Source: an optimization exercise on an open RTL-to-GDS flow (aim: small area). Production flows keep margins and buffers that such runs may drop. At most, simulation tests tie the RTL to the original design; equivalence was not proved.

==> trial 70: inputs <==
// conv1_top
module conv1_top (
    input  logic         clk_i,
    input  logic         reset_i,
    input  logic         pixel_valid_i,
    input  logic [7:0]   pixel_i,
    input  logic         sof_i,
    input  logic         wght_we_i,
    input  logic [4:0]   wght_addr_i,
    input  logic [7:0]   wght_data_i,
    output logic         pool_valid_o,
    output logic [39:0]  pool_data_o
);
clock: 6.5 ns
lec_check: 0
cap_margin: 20
core_margin: 2
core_utilization: 55
cts_buf_list: sky130_fd_sc_hd__clkbuf_8
slew_margin: 20
synth_hierarchical: 1
synth_minimum_keep_size: 0
run.sh (not shown) runs the stock make flow with config.mk's settings and CLKGATE_MAP_FILE= SYNTH_SCRIPT=/design/flow/synth_recipe.tcl, a recipe that flattens the netlist after the stock synthesis.
==> build 25: changes against trial 70 <==
--- a/flow/config.mk
+++ b/flow/config.mk
@@ -7,8 +7,7 @@
 export LEC_CHECK = 0
 export CAP_MARGIN = 20
 export CORE_MARGIN = 2
-export CORE_UTILIZATION = 55
-export CTS_BUF_LIST = sky130_fd_sc_hd__clkbuf_8
+export CORE_UTILIZATION = 40
 export SLEW_MARGIN = 20
 export SYNTH_HIERARCHICAL = 1
 export SYNTH_MINIMUM_KEEP_SIZE = 0
==> results.txt <==
Of trial 70 and build 25, build 25 has the higher worst hold slack (gap 0.0037 ns).
Against trial 70, the sequential share of layout area of build 25 is lower by 0.45 points.
Area after synthesis is the same in build 25 and trial 70.
Non-clock buffer count: build 25 is lower than trial 70 (4).
Synthesized cell count is the same in trial 70 and build 25.
Of trial 70 and build 25, trial 70 has the higher first-iteration DRC count (gap about 14%, measured against build 25).
In flip-flop and latch count, trial 70 and build 25 do not differ.
Against trial 70, the via count of build 25 is lower by 1.6%.
Between build 25 and trial 70, the lower global-route usage is in build 25 (gap 11 points).
==> figures <==
metric	build 25	trial 70
Status	complete, no violations	complete, no violations
Detailed placement HPWL	121 mm	126 mm
Width of the die	341 um	292 um
Metal3 WL	19.6 mm	18.8 mm
Site Rows	123	105
Clock latency of the later-clocked register in the worst-skew pair	0.69 ns	0.80 ns
End of the worst hold path	conv1_filter_array_inst.sum_codd_o	conv1_filter_array_inst.sum_rodd_o
WP data required	7.04 ns	7.13 ns
Number of buffers created by CTS	57	88
Global routing usage summed across all routing layers	26.1%	37.6%
H-tree depth reported by CTS	2	3
Reg2Reg Launch Point	conv1_line_buffer_inst.sr_o[19]	conv1_line_buffer_inst.sr_o[82]
Worst max-slew margin expressed relative to the limit	22.4%	29.2%
Die area	116000 sq um	85000 sq um
Count of plain and timing-repair buffers in the layout	156	160
Combined area of the multi-input logic cells	29800 sq um	29800 sq um
Multi-input combinational area share	60.6%	61.6%
Non-clock buffering overhead	2.75%	2.85%
Final clock period utilization by the worst path	91.1%	93.8%
Ratio of routed vias to standard cells	5.61	6.14

========
==> inputs of exp/raven <==
Another version of the RTL of conv1_top (not shown whole).
// conv1_top
module conv1_top (
    input  logic         clk_i,
    input  logic         reset_i,
    input  logic         pixel_valid_i,
    input  logic [7:0]   pixel_i,
    input  logic         sof_i,
    input  logic         wght_we_i,
    input  logic [4:0]   wght_addr_i,
    input  logic [7:0]   wght_data_i,
    output logic         pool_valid_o,
    output logic [39:0]  pool_data_o
);
clock: 6.5 ns
lec_check: 0
cap_margin: 20
core_margin: 2
core_utilization: 55
cts_buf_list: sky130_fd_sc_hd__clkbuf_8
slew_margin: 20
synth_hierarchical: 1
synth_minimum_keep_size: 0
standard.sh (not shown) runs the stock make flow with config.mk's settings and CLKGATE_MAP_FILE= SYNTH_SCRIPT=/design/flow/synth_recipe.tcl, a recipe that flattens the netlist after the stock synthesis.
==> flow/flow/run.sh <==
#!/bin/bash
# The standard layout (standard.sh) with two changes to its arguments:
#  - the buffer on each input and output port is the smallest buffer, buf_1;
#  - clock tree synthesis adds no dummy loads and clusters up to 12 sinks
#    within 70 um per leaf buffer.
# All of standard.sh's output goes to standard.log in the work folder; ORFS keeps
# each step's own log under orfs/logs/.
set -euo pipefail
export BUFFER_PORTS_ARGS="-buffer_cell sky130_fd_sc_hd__buf_1"
export CTS_ARGS="-sink_clustering_enable -repair_clock_nets -dont_use_dummy_load -sink_clustering_size 12 -sink_clustering_max_diameter 70 -buf_list sky130_fd_sc_hd__clkbuf_8"
bash standard.sh "BUFFER_PORTS_ARGS=$BUFFER_PORTS_ARGS" "CTS_ARGS=$CTS_ARGS" finish > standard.log 2>&1
==> exp/delta: changes against exp/raven <==
==> flow/run.sh (new file) <==
#!/bin/bash
# synth_recipe.tcl (not shown) runs the flow's synth.tcl, then flattens the netlist and writes it again
# the make line also repeats each setting of config.mk as NAME=value (left out here)
make -C /OpenROAD-flow-scripts/flow DESIGN_CONFIG=/design/flow/config.mk WORK_HOME=/design/flow/orfs CLKGATE_MAP_FILE= SYNTH_SCRIPT=/design/flow/synth_recipe.tcl finish
CORE_UTILIZATION = 40   (was 55)
CTS_BUF_LIST = not set   (was sky130_fd_sc_hd__clkbuf_8)
removed: flow/flow/run.sh
removed: flow/standard.sh
==> comparison <==
In flip-flop and latch count, exp/delta and exp/raven do not differ. Hold slack: exp/raven is better than exp/delta (0.0028 ns). Between exp/raven and exp/delta, the lower fmax is in exp/raven (gap 0.46%, measured against exp/delta). Cell count: exp/delta is larger than exp/raven (about 11%).
==> figures <==
                                                                     exp/raven                exp/delta
Status                                                 complete, no violations  complete, no violations
Minimum period implied by the final worst setup slack                  5.86 ns                  5.83 ns
Syn-to-layout area delta                                                 3.35%                    7.73%
Vias in the first global route                                           31100                    30600
Placed wire-length estimate after detailed placement                 131000 um                121000 um
Effective utilization at floorplan                                       55.7%                    40.2%
Die Span Y                                                              290 um                   340 um
Cell Area, Placed                                                   45800 um^2               46800 um^2
Detail Route met3 WL                                                  25500 um                 17700 um
Number of fill cells                                                      6453                    10400

========
==> trial 13: inputs <==
Another version of the RTL of conv1_top (not shown whole).
## conv1_top
module conv1_top (
    input  logic         clk_i,
    input  logic         reset_i,
    input  logic         pixel_valid_i,
    input  logic [7:0]   pixel_i,
    input  logic         sof_i,
    input  logic         wght_we_i,
    input  logic [4:0]   wght_addr_i,
    input  logic [7:0]   wght_data_i,
    output logic         pool_valid_o,
    output logic [39:0]  pool_data_o
);
make LEC_CHECK=0 CAP_MARGIN=20 CORE_MARGIN=2 CORE_UTILIZATION=55 CTS_BUF_LIST=sky130_fd_sc_hd__clkbuf_4 SLEW_MARGIN=20 SYNTH_HIERARCHICAL=1 SYNTH_MINIMUM_KEEP_SIZE=0 finish   # period 6.5 ns
run.sh (not shown) runs the stock make flow with config.mk's settings and CLKGATE_MAP_FILE= SYNTH_SCRIPT=/design/flow/synth_recipe.tcl, a recipe that flattens the netlist after the stock synthesis.
Stock flow here: none of the scripts above is used.
==> build 9 (differences from trial 13) <==
Settings changed: CORE_UTILIZATION 55 to 40, CTS_BUF_LIST sky130_fd_sc_hd__clkbuf_4 to unset.
==> results.json <==
{
  "status": "no timing/DRC/antenna violations",
  "grtUsageMet1": 0.5160,
  "buffer_area_frac": 0.03072,
  "wl_met3_um": 20430,
  "placed_area_um2": 46720,
  "fill_cells": 6824,
  "grt_util_met3": 0.1317,
  "wl_met2_um": 69200,
  "clkCellAreaFrac": 0.03964,
  "area_delta_synth_final_pct": 5.704,
  "utilization": 0.5844,
  "pre_cts_ws_ns": 0.7960
}
(the above is from trial 13)
==> results.json <==
{
  "status": "no timing/DRC/antenna violations",
  "buffer_area_frac": 0.02920,
  "wl_met3_um": 19190,
  "area_delta_synth_final_pct": 6.552,
  "grt_util_met3": 0.09041,
  "placed_area_um2": 47190,
  "pre_cts_ws_ns": 0.8657,
  "grtUsageMet1": 0.3511,
  "clkCellAreaFrac": 0.03810,
  "wl_met2_um": 62610,
  "fill_cells": 10630
}
(the above is from build 9)
No functional check of the RTL was part of any run of this note.

-- static timing again, ports no longer ideal --
The flow's constraints put no driver on any port. The routed layouts listed below were extracted and timed again, unchanged, in two steps.
Step 1 sets driving cells, clkbuf_16 on the clock port and buf_2 on the other inputs (assumed; they add their load-dependent delay and slew).
Step 2 times the ports against the registers' clock, not the clock port: input delays grow and output delays shrink by t, the midpoint of the rising clock arrivals with the driver on.
Slacks: ideal / step 1 / step 2; pairs: ideal / step 1.
run | shift t [ns] | setup WS [ns] | worst hold slack (ns) | worst setup path after step 2 | worst register clock-pin slew, ns
trial 70 | 0.828 | 0.404 / 0.404 / 0.404 | 0.325 / 0.325 / 0.325 | register to register | 0.07 / 0.07
build 25 | 0.740 | 0.580 / 0.580 / 0.580 | 0.329 / 0.329 / 0.329 | register to register | 0.07 / 0.07
exp/raven | 0.742 | 0.643 / 0.643 / 0.643 | 0.333 / 0.333 / 0.333 | register to register | 0.09 / 0.09
exp/delta | 0.732 | 0.669 / 0.669 / 0.669 | 0.330 / 0.330 / 0.330 | register to register | 0.07 / 0.07
trial 13 | 1.136 | 0.705 / 0.705 / 0.705 | 0.325 / 0.325 / 0.325 | register to register | 0.08 / 0.08
build 9 | 0.706 | 0.808 / 0.808 / 0.808 | 0.329 / 0.329 / 0.329 | register to register | 0.07 / 0.07
After both steps setup and hold are still met in every run listed.
